This design comes from an exercise in tuning for small area on the open sky130 flow, not from production work. Only simulation tests tie the RTL to the original design; equivalence was not proved. Power and IR drop assume default switching activity.

==> flow/design.v (excerpt) <==
module pmu_top (
    input  logic                          clk_i,
    input  logic                          rstn_i,
    input  logic [7-1:0]    s_awaddr_i,
    input  logic                          s_awvalid_i,
    output logic                          s_awready_o,
    input  logic [32-1:0]     s_wdata_i,
    input  logic [32/8-1:0]   s_wstrb_i,
    input  logic                          s_wvalid_i,
    output logic                          s_wready_o,
    output logic [1:0]                    s_bresp_o,
    output logic                          s_bvalid_o,
    input  logic                          s_bready_i,
    input  logic [7-1:0]    s_araddr_i,
    input  logic                          s_arvalid_i,
    output logic                          s_arready_o,
    output logic [32-1:0]     s_rdata_o,
    output logic [1:0]                    s_rresp_o,
    output logic                          s_rvalid_o,
    input  logic                          s_rready_i,
    input  logic [8-1:0]    events_i,
    output logic                          intr_overflow_o,
    output logic [4-1:0]       intr_mccu_o
);
For scale: about 2,700 cells after synthesis, roughly 660 flip-flops, ~34,000 um2 of cells after synthesis.
export LEC_CHECK = 0
export CAP_MARGIN = 0
export CORE_MARGIN = 2
export CORE_UTILIZATION = 50
export CTS_BUF_LIST = sky130_fd_sc_hd__clkbuf_16
export CTS_CLUSTER_DIAMETER = 80
export CTS_CLUSTER_SIZE = 30
export SLEW_MARGIN = 0
export SYNTH_HIERARCHICAL = 1
export SYNTH_MINIMUM_KEEP_SIZE = 0
create_clock -name core_clock -period 6.0 [get_ports {clk_i}]
standard.sh (not shown) runs the stock make flow with config.mk's settings and CLKGATE_MAP_FILE= SYNTH_SCRIPT=/design/flow/synth_recipe.tcl, a recipe that flattens the netlist after the stock synthesis.
==> flow/flow/run.sh <==
#!/bin/bash
# Standard ORFS layout (the standard.sh) with two extra settings:
#  - port buffers use the smallest buffer instead of the default choice
#  - clock tree without dummy balancing loads
# Each ORFS step writes its own log under orfs/logs; make's output goes to standard.log.
set -euo pipefail
bash standard.sh \
  "BUFFER_PORTS_ARGS=-buffer_cell sky130_fd_sc_hd__buf_1" \
  "CTS_ARGS=-sink_clustering_enable -repair_clock_nets -sink_clustering_size 30 -sink_clustering_max_diameter 80 -buf_list sky130_fd_sc_hd__clkbuf_16 -dont_use_dummy_load" \
  finish > standard.log 2>&1
Change:
==> flow/run.sh (new file) <==
#!/bin/bash
# synth_recipe.tcl (not shown) runs the flow's synth.tcl, then flattens the netlist and writes it again
# the make line also repeats each setting of config.mk as NAME=value (left out here)
make -C /OpenROAD-flow-scripts/flow DESIGN_CONFIG=/design/flow/config.mk WORK_HOME=/design/flow/orfs CLKGATE_MAP_FILE= SYNTH_SCRIPT=/design/flow/synth_recipe.tcl finish
- CAP_MARGIN: 0 -> 10
- CORE_UTILIZATION: 50 -> 65
- SLEW_MARGIN: 0 -> 10
removed: flow/flow/run.sh
removed: flow/standard.sh
After rerunning: Wire length came out lower by 5.8%. Final cell count falls by 4.8%. Clock power came out higher by 8.1%. Worst hold slack is better by 6.9 ps. Flip-flop and latch count stays the same. Clock skew drops by 29 ps.
Change:
==> flow/flow/run.sh (new file) <==
#!/bin/bash
# Standard ORFS layout (the standard.sh) with two extra settings:
#  - port buffers use the smallest buffer instead of the default choice
#  - clock tree without dummy balancing loads
# Each ORFS step writes its own log under orfs/logs; make's output goes to standard.log.
set -euo pipefail
bash standard.sh \
  "BUFFER_PORTS_ARGS=-buffer_cell sky130_fd_sc_hd__buf_1" \
  "CTS_ARGS=-sink_clustering_enable -repair_clock_nets -sink_clustering_size 30 -sink_clustering_max_diameter 80 -buf_list sky130_fd_sc_hd__clkbuf_16 -dont_use_dummy_load" \
  finish > standard.log 2>&1
==> flow/standard.sh (new file) <==
#!/bin/bash
# synth_recipe.tcl (not shown) runs the flow's synth.tcl, then flattens the netlist and writes it again
# the make line also repeats each setting of config.mk as NAME=value (left out here)
make -C /OpenROAD-flow-scripts/flow DESIGN_CONFIG=/design/flow/config.mk WORK_HOME=/design/flow/orfs CLKGATE_MAP_FILE= SYNTH_SCRIPT=/design/flow/synth_recipe.tcl "${@:-finish}"
- CORE_UTILIZATION: 65 -> 50
removed: flow/run.sh
What happened:
- The new run finished clean
- cell area is lower by about 1.5%
- area after synthesis stays the same
- utilization is lower by 18 points
Change:
==> flow/run.sh (new file) <==
#!/bin/bash
# synth_recipe.tcl (not shown) runs the flow's synth.tcl, then flattens the netlist and writes it again
# the make line also repeats each setting of config.mk as NAME=value (left out here)
make -C /OpenROAD-flow-scripts/flow DESIGN_CONFIG=/design/flow/config.mk WORK_HOME=/design/flow/orfs CLKGATE_MAP_FILE= SYNTH_SCRIPT=/design/flow/synth_recipe.tcl finish
removed: flow/flow/run.sh
removed: flow/standard.sh
Wire length went up slightly.
Synthesized area is unchanged.
Setup slack gets worse by 130 ps.
Final area is higher by a few percent.
Final cell count went up slightly.
Die area does not change.
Via count is higher slightly.

-- port drivers added, routing unchanged --
The flow's constraints put no driver on any port. The routed layouts listed below were extracted and timed again, unchanged, in two steps.
Step 1 assumes that a clkbuf_16 drives the clock port and a buf_2 every other input.
Step 2 times the ports against the registers' clock, not the clock port: input delays grow and output delays shrink by t, the midpoint of the rising clock arrivals with the driver on.
Three values: no drivers, after step 1, after step 2; two values: the first two.
run	t, ns	setup slack, ns	clock arrival spread, ns	worst register clock-pin slew, ns	cell pins on the clock port's net
the first run	0.661	0.326 / 0.326 / 0.326	0.058 / 0.058	0.11 / 0.11	1
the second run	0.665	0.071 / 0.071 / 0.071	0.028 / 0.028	0.12 / 0.12	1
the third run	0.661	0.326 / 0.326 / 0.326	0.058 / 0.058	0.11 / 0.11	1
the fourth run	0.669	0.198 / 0.198 / 0.198	0.033 / 0.033	0.12 / 0.12	1
After both steps every run listed still meets setup and hold.
